What follows belongs to an exercise in optimizing a design on an open flow for small area and a short achievable clock period; a production flow would make more cautious choices.
Function was checked by simulation only, so behaviour that the tests miss may differ from the original.
Power is estimated from default activity; no workload was simulated.

## singleCpu
module singleCpu (
    input  logic                          CLK,
    input  logic                          rst,
    input  logic                          imemWe,
    input  logic [cpuPkg::IMEM_ADDR_W-1:0] imemAddr,
    input  logic [cpuPkg::XLEN-1:0]        imemWdata,
    output logic [cpuPkg::XLEN-1:0]        pc,
    output logic [cpuPkg::XLEN-1:0]        inst,
    output logic                          wbEn,
    output logic [cpuPkg::REG_ADDR_W-1:0]  wbReg,
    output logic [cpuPkg::XLEN-1:0]        wbData
);
    logic [63:0][31:0] imem;
    logic [63:0][31:0] dmem;
    logic [31:1][31:0] regs;
    logic [31:1] pcR;       
    logic [31:0] instR;     
    logic        a31R;      
    logic [31:0] shInR;     
    logic [31:0] bR;        
    logic [31:0] pR;        
    logic [31:0] gR;        
    logic        cinR;      
    logic        b31R;      
    logic [4:0]  shamtR;    
    logic [6:0]  selR;      
    logic        loadR;     
    logic        takenR;    
    logic [63:0] dSelR;     
    logic [5:0]  seqAR;     
    logic [5:0]  brAR;      
    logic        isOp, isOpImm, isLoad, isStore, isBranch;
    logic [4:0]  rd;
    logic [2:0]  funct3;
    logic [31:0] immB;
    logic [31:0] aluOut;
    logic [31:0] dmOut;
    logic        wbOn;      
    logic        takeBranch;
    logic [31:0] pcSeq;
    logic [31:0] pcBr;
    logic [31:0] pcNext;    
    logic [31:0] instNx;    
    logic [31:0] instM;     
    logic        imHit;     
    logic [31:0] inst0;     
    logic [31:0] aNx;
    logic [31:0] bNx;
    assign pc   = {pcR, 1'b0};
    assign inst = instR;
    for (genvar i = 0; i < 64; i++) begin : g_imem
        always_ff @(posedge CLK) begin
            if (imemWe && imemAddr == 6'(i)) begin
                imem[i] <= imemWdata;
            end
        end
    end
    assign isOp     = instR[6:0] == cpuPkg::OP_RTYPE;
    assign isOpImm  = instR[6:0] == cpuPkg::OP_ITYPE;
  ...
Size in the first run: roughly 13000 cells after synthesis, roughly 140 I/O pins, roughly 0.21 mm^2 of cells after synthesis.
clock: 18.0 ns
lec_check: 0
cap_margin: 20
cell_pad_in_sites_detail_placement: 1
cell_pad_in_sites_global_placement: 2
core_margin: 2
core_utilization: 25
cts_cluster_diameter: 80
cts_cluster_size: 20
place_density: 0.4
slew_margin: 20
synth_hierarchical: 1
standard.sh (not shown) runs the stock make flow with config.mk's settings and CLKGATE_MAP_FILE= SYNTH_SCRIPT=/design/flow/synth_recipe.tcl, a recipe that flattens the netlist after the stock synthesis.
==> flow/flow/run.sh <==
#!/bin/bash
# Standard ORFS layout (standard synthesis, unchanged SDC), with timing
# repair aimed well below the clock period, plain buffers on the ports and
# global routing that leaves more room on met1/met2.
set -euo pipefail
bash standard.sh \
  SETUP_SLACK_MARGIN=10 \
  "BUFFER_PORTS_ARGS=-buffer_cell sky130_fd_sc_hd__buf_4" \
  FASTROUTE_TCL="$PWD/flow/fastroute.tcl" \
  finish > flow_standard.log 2>&1
==> flow/flow/fastroute.tcl <==
# Global routing: keep more of met1/met2 free for pin access and local
# wiring, so more of the long routes go to met3/met4.
set_global_routing_layer_adjustment met1 0.6
set_global_routing_layer_adjustment met2 0.35
set_global_routing_layer_adjustment met3-$::env(MAX_ROUTING_LAYER) 0.2

set_routing_layers -clock $::env(MIN_CLK_ROUTING_LAYER)-$::env(MAX_ROUTING_LAYER)
set_routing_layers -signal $::env(MIN_ROUTING_LAYER)-$::env(MAX_ROUTING_LAYER)
Then changed:
--- a/flow/flow/run.sh
+++ b/flow/flow/run.sh
@@ -6,3 +6,3 @@
 bash standard.sh \
-  SETUP_SLACK_MARGIN=10 \
+  SETUP_SLACK_MARGIN=10.3 \
   "BUFFER_PORTS_ARGS=-buffer_cell sky130_fd_sc_hd__buf_4" \
- CTS_CLUSTER_DIAMETER: 80 -> 90
- CTS_CLUSTER_SIZE: 20 -> 26
Non-clock buffer count came out higher by 119. Die area stays the same. Total power came out lower by 2.2%. Hold slack gets worse by 0.0083 ns. Via count stays flat. Maximum frequency came out higher by 0.95%. Setup slack gets better by 0.076 ns. Sequential share of layout area came out lower by 0.28 points. Design area came out higher by 0.48%. Synthesized cell count stays the same.

[re-timing with driven ports]
The results above use ideal ports. As a check the final layouts listed here were re-extracted and re-timed, cells and wires unchanged.
Step 1 (the two cells are an assumption about what drives the block):
set clk [get_ports {CLK}]
set_driving_cell -lib_cell sky130_fd_sc_hd__clkbuf_16 $clk
set_driving_cell -lib_cell sky130_fd_sc_hd__buf_2 [delete_from_list [all_inputs] $clk]
Step 2 moves the port delays by t, midway between the first and last clock arrival at a register: inputs arrive t later, outputs are due t later. That takes back most of the time a late clock gives input paths.
Slacks: ideal ports / drivers / drivers and shift; pairs: ideal ports / drivers.
| run | shift t [ns] | setup slack, ns | hold WS [ns] | clock arrival spread, ns |
|---|---|---|---|---|
| the first run | 1.238 | 9.867 / 9.785 / 8.782 | 0.509 / 0.509 / 0.509 | 0.140 / 0.141 |
| the second run | 1.224 | 9.944 / 9.810 / 8.842 | 0.500 / 0.500 / 0.500 | 0.135 / 0.134 |
After both steps every run listed still meets setup and hold. The setup slack of the second run, which loses most, moves by -0.134 ns with the drivers and by -1.102 ns with both steps.
